This design comes from an exercise in tuning for small area and a short achievable clock period on the open sky130 flow, not from production work. The RTL was checked by simulation tests, not by an equivalence proof against the original design. Power and IR drop assume default switching activity.

## P
// pixel_compositor
module pixel_compositor #(
  parameter int          N_SPRITES  = 4,
  parameter int          TILE_SHIFT = 4,
  parameter int          TILE_ROWS  = 30,
  parameter int          TILE_COLS  = 40,
  parameter logic [23:0] TILE_RGB   = 24'h555500
) (
  input  logic                            Clk,
  input  logic                            Reset,
  input  logic                            frame_start,
  input  logic                            pix_valid,
  input  logic [9:0]                      DrawX,
  input  logic [9:0]                      DrawY,
  input  logic [N_SPRITES-1:0]            spr_en,
  input  logic [10*N_SPRITES-1:0]         spr_x,
  input  logic [10*N_SPRITES-1:0]         spr_y,
  input  logic [10*N_SPRITES-1:0]         spr_w,
  input  logic [10*N_SPRITES-1:0]         spr_h,
  input  logic [24*N_SPRITES-1:0]         spr_rgb,
  input  logic                            tile_we,
  input  logic [$clog2(TILE_ROWS)-1:0]    tile_row,
  input  logic [$clog2(TILE_COLS)-1:0]    tile_col,
  input  logic                            tile_din,
  output logic                            out_valid,
  output logic [7:0]                      Red,
  output logic [7:0]                      Green,
  output logic [7:0]                      Blue,
  output logic [$clog2(N_SPRITES):0]      hit_idx
);
  localparam int RW = $clog2(TILE_ROWS);
  localparam int CW = $clog2(TILE_COLS);
  logic [N_SPRITES-1:0]    act_en_q;
  logic [10:0]             lox_q [N_SPRITES];
  ...
==> module pixel_compositor, before the edit <==
module pixel_compositor #(
  parameter int          N_SPRITES  = 4,
  parameter int          TILE_SHIFT = 4,
  parameter int          TILE_ROWS  = 30,
  parameter int          TILE_COLS  = 40,
  parameter logic [23:0] TILE_RGB   = 24'h555500
) (
  input  logic                            Clk,
  input  logic                            Reset,
  input  logic                            frame_start,
  input  logic                            pix_valid,
  input  logic [9:0]                      DrawX,
  input  logic [9:0]                      DrawY,
  input  logic [N_SPRITES-1:0]            spr_en,
  input  logic [10*N_SPRITES-1:0]         spr_x,
  input  logic [10*N_SPRITES-1:0]         spr_y,
  input  logic [10*N_SPRITES-1:0]         spr_w,
  input  logic [10*N_SPRITES-1:0]         spr_h,
  input  logic [24*N_SPRITES-1:0]         spr_rgb,
  input  logic                            tile_we,
  input  logic [$clog2(TILE_ROWS)-1:0]    tile_row,
  input  logic [$clog2(TILE_COLS)-1:0]    tile_col,
  input  logic                            tile_din,
  output logic                            out_valid,
  output logic [7:0]                      Red,
  output logic [7:0]                      Green,
  output logic [7:0]                      Blue,
  output logic [$clog2(N_SPRITES):0]      hit_idx
);
  localparam int RW = $clog2(TILE_ROWS);
  localparam int CW = $clog2(TILE_COLS);
  logic [N_SPRITES-1:0]    act_en_q;
  logic [10:0]             lox_q [N_SPRITES];
  logic [10:0]             hix_q [N_SPRITES];
  logic [10:0]             loy_q [N_SPRITES];
  logic [10:0]             hiy_q [N_SPRITES];
  logic [24*N_SPRITES-1:0] act_rgb_q;
  logic [24*N_SPRITES-1:0] prev_rgb_q;
  always_ff @(posedge Clk) begin
    if (Reset)            act_en_q <= '0;
    else if (frame_start) act_en_q <= spr_en;
    if (frame_start) act_rgb_q <= spr_rgb;
    prev_rgb_q <= act_rgb_q;
  end
  for (genvar i = 0; i < N_SPRITES; i++) begin : g_spr
    always_ff @(posedge Clk) begin
      if (frame_start) begin
        lox_q[i] <= {1'b0, spr_x[10*i +: 10]} - {1'b0, spr_w[10*i +: 10]};
        hix_q[i] <= {1'b0, spr_x[10*i +: 10]} + {1'b0, spr_w[10*i +: 10]};
        loy_q[i] <= {1'b0, spr_y[10*i +: 10]} - {1'b0, spr_h[10*i +: 10]};
        hiy_q[i] <= {1'b0, spr_y[10*i +: 10]} + {1'b0, spr_h[10*i +: 10]};
      end
    end
  end
  logic          trst_q, twe_q, tdin_q;
  logic [RW-1:0] trow_q;
  logic [CW-1:0] tcol_q;
  always_ff @(posedge Clk) begin
    trst_q <= Reset;
    twe_q  <= tile_we;
    tdin_q <= tile_din;
    trow_q <= tile_row;
    tcol_q <= tile_col;
  end
  logic [TILE_COLS-1:0] tile_q [TILE_ROWS];
  logic [TILE_ROWS-1:0] row_sel;
  logic [TILE_COLS-1:0] col_sel;
  logic                 wdat;
  always_comb begin
    for (int r = 0; r < TILE_ROWS; r++) row_sel[r] = trst_q || (twe_q && (trow_q == RW'(r)));
    for (int c = 0; c < TILE_COLS; c++) col_sel[c] = trst_q || (tcol_q == CW'(c));
    wdat = tdin_q && !trst_q;
  end
  for (genvar r = 0; r < TILE_ROWS; r++) begin : g_row
    for (genvar c = 0; c < TILE_COLS; c++) begin : g_col
      always_ff @(posedge Clk) begin
        if (row_sel[r] && col_sel[c]) tile_q[r][c] <= wdat;
      end
    end
  end
  logic [N_SPRITES-1:0] hit;
  logic [TILE_COLS-1:0] csel;
  logic [TILE_ROWS-1:0] col_bits;
  always_comb begin
    for (int c = 0; c < TILE_COLS; c++) csel[c] = (DrawX[9:4] == 6'(c));
    for (int r = 0; r < TILE_ROWS; r++) col_bits[r] = |(tile_q[r] & csel);
    for (int i = 0; i < N_SPRITES; i++) begin
      hit[i] = act_en_q[i] &&
               (lox_q[i][10] || (DrawX >= lox_q[i][9:0])) &&
               (hix_q[i][10] || (DrawX <= hix_q[i][9:0])) &&
               (loy_q[i][10] || (DrawY >= loy_q[i][9:0])) &&
               (hiy_q[i][10] || (DrawY <= hiy_q[i][9:0]));
    end
  end
  logic                 v1_q;
  logic [N_SPRITES-1:0] hit1_q;
  logic [9:3]           px1_q;
  logic [9:4]           py1_q;
  logic [TILE_ROWS-1:0] cb1_q;
  logic                 pw1_q, pdin1_q, pclr1_q;
  logic [RW-1:0]        prow1_q;
  always_ff @(posedge Clk) begin
    v1_q   <= pix_valid & ~Reset;
    hit1_q <= hit;
    px1_q  <= DrawX[9:3];
    py1_q  <= DrawY[9:4];
    cb1_q  <= col_bits;
    pw1_q   <= twe_q && (tcol_q == DrawX[9:4]) && (int'(tcol_q) < TILE_COLS);
    pdin1_q <= tdin_q;
    prow1_q <= trow_q;
    pclr1_q <= trst_q;
  end
  logic [N_SPRITES-1:0] first;
  logic                 prior;
  logic [23:0]          spr_c;
  logic [TILE_ROWS-1:0] rsel;
  logic                 tile_c;
  logic [2:0]           idx_c;
  logic [23:0]          rgb_c;
  always_comb begin
    prior = 1'b0;
    for (int i = 0; i < N_SPRITES; i++) begin
      first[i] = hit1_q[i] & ~prior;
      prior    = prior | hit1_q[i];
    end
    spr_c = '0;
    for (int i = 0; i < N_SPRITES; i++) spr_c = spr_c | (prev_rgb_q[24*i +: 24] & {24{first[i]}});
    idx_c = hit1_q[0] ? 3'd0 : hit1_q[1] ? 3'd1 : hit1_q[2] ? 3'd2 : hit1_q[3] ? 3'd3 : 3'd4;
    for (int r = 0; r < TILE_ROWS; r++) rsel[r] = (py1_q == 6'(r));
    tile_c = |(cb1_q & rsel);
    if (pw1_q && ({1'b0, prow1_q} == py1_q) && (int'(prow1_q) < TILE_ROWS)) tile_c = pdin1_q;
    if (pclr1_q) tile_c = 1'b0;
    rgb_c = prior ? spr_c : tile_c ? TILE_RGB : {16'h0000, 1'b0, ~px1_q[9:3]};
  end
  logic        v2_q;
  logic [2:0]  idx2_q;
  logic [23:0] rgb2_q;
  always_ff @(posedge Clk) begin
    v2_q   <= v1_q & ~Reset;
    idx2_q <= idx_c;
    rgb2_q <= rgb_c;
  end
  logic        v3_q;
  logic [2:0]  idx3_q;
  logic [23:0] rgb3_q;
  always_ff @(posedge Clk) begin
    if (Reset || !v2_q) begin
      v3_q   <= 1'b0;
      idx3_q <= 3'd4;
      rgb3_q <= 24'h000000;
    end else begin
      v3_q   <= 1'b1;
      idx3_q <= idx2_q;
      rgb3_q <= rgb2_q;
    end
  end
  assign out_valid = v3_q;
  assign Red       = rgb3_q[23:16];
  assign Green     = rgb3_q[15:8];
  assign Blue      = rgb3_q[7:0];
  assign hit_idx   = idx3_q;
endmodule
Settings: LEC_CHECK=0, CAP_MARGIN=20, CORE_MARGIN=2, CORE_UTILIZATION=40, SLEW_MARGIN=20; clock period 10.0 ns.
standard.sh (not shown) runs the stock make flow with config.mk's settings and CLKGATE_MAP_FILE= SYNTH_SCRIPT=/design/flow/synth_recipe.tcl, a recipe that flattens the netlist after the stock synthesis.
==> flow/flow/run.sh <==
#!/bin/bash
# Standard synthesis, then the standard layout with: timing repair aimed at a larger setup margin,
# buf_2 as the port buffer, and clock-tree sink clusters of up to 25 flip-flops. The design is
# still laid out and signed off at the design's clock period and constraints.
set -euo pipefail
bash standard.sh synth > synth.log 2>&1
bash standard.sh SETUP_SLACK_MARGIN=6.8 \
  "BUFFER_PORTS_ARGS=-buffer_cell sky130_fd_sc_hd__buf_2" \
  CTS_CLUSTER_SIZE=25 CTS_CLUSTER_DIAMETER=100 \
  finish > layout.log 2>&1
P completed every stage of the flow, and the final layout passed the timing, DRC and antenna checks.
> inputs changed (P -> T)
diff --git a/flow/design.v b/flow/design.v
--- a/flow/design.v
+++ b/flow/design.v
@@ -26,34 +26,32 @@
   output logic [7:0]                      Green,
   output logic [7:0]                      Blue,
   output logic [$clog2(N_SPRITES):0]      hit_idx
 );
   localparam int RW = $clog2(TILE_ROWS);
   localparam int CW = $clog2(TILE_COLS);
+  function automatic logic nonneg3(input logic [9:0] a, input logic [9:0] b, input logic [9:0] m);
+    logic [11:0] t;
+    t = {2'b00, a} + {2'b00, b} + {2'b11, ~m} + 12'd1;
+    nonneg3 = ~t[11];
+  endfunction
   logic [N_SPRITES-1:0]    act_en_q;
-  logic [10:0]             lox_q [N_SPRITES];
-  logic [10:0]             hix_q [N_SPRITES];
-  logic [10:0]             loy_q [N_SPRITES];
-  logic [10:0]             hiy_q [N_SPRITES];
+  logic [10*N_SPRITES-1:0] act_x_q, act_y_q, act_w_q, act_h_q;
   logic [24*N_SPRITES-1:0] act_rgb_q;
   logic [24*N_SPRITES-1:0] prev_rgb_q;
   always_ff @(posedge Clk) begin
     if (Reset)            act_en_q <= '0;
     else if (frame_start) act_en_q <= spr_en;
-    if (frame_start) act_rgb_q <= spr_rgb;
+    if (frame_start) begin
+      act_x_q   <= spr_x;
+      act_y_q   <= spr_y;
+      act_w_q   <= spr_w;
+      act_h_q   <= spr_h;
+      act_rgb_q <= spr_rgb;
+    end
     prev_rgb_q <= act_rgb_q;
-  end
-  for (genvar i = 0; i < N_SPRITES; i++) begin : g_spr
-    always_ff @(posedge Clk) begin
-      if (frame_start) begin
-        lox_q[i] <= {1'b0, spr_x[10*i +: 10]} - {1'b0, spr_w[10*i +: 10]};
-        hix_q[i] <= {1'b0, spr_x[10*i +: 10]} + {1'b0, spr_w[10*i +: 10]};
-        loy_q[i] <= {1'b0, spr_y[10*i +: 10]} - {1'b0, spr_h[10*i +: 10]};
-        hiy_q[i] <= {1'b0, spr_y[10*i +: 10]} + {1'b0, spr_h[10*i +: 10]};
-      end
-    end
   end
   logic          trst_q, twe_q, tdin_q;
   logic [RW-1:0] trow_q;
   logic [CW-1:0] tcol_q;
   always_ff @(posedge Clk) begin
     trst_q <= Reset;
@@ -75,60 +73,63 @@
     for (genvar c = 0; c < TILE_COLS; c++) begin : g_col
       always_ff @(posedge Clk) begin
         if (row_sel[r] && col_sel[c]) tile_q[r][c] <= wdat;
       end
     end
   end
-  logic [N_SPRITES-1:0] hit;
+  logic [3:0]           cond [N_SPRITES];
   logic [TILE_COLS-1:0] csel;
   logic [TILE_ROWS-1:0] col_bits;
   always_comb begin
     for (int c = 0; c < TILE_COLS; c++) csel[c] = (DrawX[9:4] == 6'(c));
     for (int r = 0; r < TILE_ROWS; r++) col_bits[r] = |(tile_q[r] & csel);
     for (int i = 0; i < N_SPRITES; i++) begin
-      hit[i] = act_en_q[i] &&
-               (lox_q[i][10] || (DrawX >= lox_q[i][9:0])) &&
-               (hix_q[i][10] || (DrawX <= hix_q[i][9:0])) &&
-               (loy_q[i][10] || (DrawY >= loy_q[i][9:0])) &&
-               (hiy_q[i][10] || (DrawY <= hiy_q[i][9:0]));
+      cond[i][0] = nonneg3(DrawX, act_w_q[10*i +: 10], act_x_q[10*i +: 10]);
+      cond[i][1] = nonneg3(act_x_q[10*i +: 10], act_w_q[10*i +: 10], DrawX);
+      cond[i][2] = nonneg3(DrawY, act_h_q[10*i +: 10], act_y_q[10*i +: 10]);
+      cond[i][3] = nonneg3(act_y_q[10*i +: 10], act_h_q[10*i +: 10], DrawY);
     end
   end
   logic                 v1_q;
-  logic [N_SPRITES-1:0] hit1_q;
+  logic [N_SPRITES-1:0] en1_q;
+  logic [3:0]           cond1_q [N_SPRITES];
   logic [9:3]           px1_q;
   logic [9:4]           py1_q;
   logic [TILE_ROWS-1:0] cb1_q;
   logic                 pw1_q, pdin1_q, pclr1_q;
   logic [RW-1:0]        prow1_q;
   always_ff @(posedge Clk) begin
     v1_q   <= pix_valid & ~Reset;
-    hit1_q <= hit;
+    en1_q  <= act_en_q;
+    for (int i = 0; i < N_SPRITES; i++) cond1_q[i] <= cond[i];
     px1_q  <= DrawX[9:3];
     py1_q  <= DrawY[9:4];
     cb1_q  <= col_bits;
     pw1_q   <= twe_q && (tcol_q == DrawX[9:4]) && (int'(tcol_q) < TILE_COLS);
     pdin1_q <= tdin_q;
     prow1_q <= trow_q;
     pclr1_q <= trst_q;
   end
+  logic [N_SPRITES-1:0] hit_c;
   logic [N_SPRITES-1:0] first;
   logic                 prior;
   logic [23:0]          spr_c;
   logic [TILE_ROWS-1:0] rsel;
   logic                 tile_c;
   logic [2:0]           idx_c;
   logic [23:0]          rgb_c;
   always_comb begin
+    for (int i = 0; i < N_SPRITES; i++) hit_c[i] = en1_q[i] && (&cond1_q[i]);
     prior = 1'b0;
     for (int i = 0; i < N_SPRITES; i++) begin
-      first[i] = hit1_q[i] & ~prior;
-      prior    = prior | hit1_q[i];
+      first[i] = hit_c[i] & ~prior;
+      prior    = prior | hit_c[i];
     end
     spr_c = '0;
     for (int i = 0; i < N_SPRITES; i++) spr_c = spr_c | (prev_rgb_q[24*i +: 24] & {24{first[i]}});
-    idx_c = hit1_q[0] ? 3'd0 : hit1_q[1] ? 3'd1 : hit1_q[2] ? 3'd2 : hit1_q[3] ? 3'd3 : 3'd4;
+    idx_c = hit_c[0] ? 3'd0 : hit_c[1] ? 3'd1 : hit_c[2] ? 3'd2 : hit_c[3] ? 3'd3 : 3'd4;
     for (int r = 0; r < TILE_ROWS; r++) rsel[r] = (py1_q == 6'(r));
     tile_c = |(cb1_q & rsel);
     if (pw1_q && ({1'b0, prow1_q} == py1_q) && (int'(prow1_q) < TILE_ROWS)) tile_c = pdin1_q;
     if (pclr1_q) tile_c = 1'b0;
     rgb_c = prior ? spr_c : tile_c ? TILE_RGB : {16'h0000, 1'b0, ~px1_q[9:3]};
   end
==> comparison <==
The weighted congestion reported at the end of routability-driven placement was comparable across P and T.
Delta (T minus P): number of clock buffer instances in the layout increased 0.75%, synthesized area shows a reduction of 4.1%, area growth from synthesis to final layout saw an increase, post-route setup TNS level.
Changes observed in T relative to P: clock network fraction of total power increased by 0.8 points relative to the old numbers; multi-input gate share of total cell area decreased by 2.6 points relative to the old numbers.

[afterwards: timing with drivers on the ports]
No port has a modelled driver above. Below, the same layouts with a new extraction and two added sets of constraints.
Step 1, drivers: a clkbuf_16 drives Clk and a buf_2 each remaining input, both assumed.
Step 2 also shifts input and output timing later by t, the mid clock arrival at the registers, as if the neighbouring blocks saw the same clock.
a / b / c = ideal ports / drivers / drivers and shift; a / b = the first two.
run | t (ns) | setup slack, ns | worst hold slack (ns) | worst slew at a driven data input, ns | cell pins on the clock port's net
P | 0.834 | 6.706 / 6.689 / 5.855 | 0.343 / 0.343 / 0.343 | 0.11 | 1
T | 0.823 | 6.545 / 6.561 / 5.738 | 0.327 / 0.327 / 0.327 | 0.16 | 1
After both steps setup and hold are still met in every run listed. The setup slack of P, which loses most, moves by -0.017 ns with the drivers and by -0.851 ns with both steps.
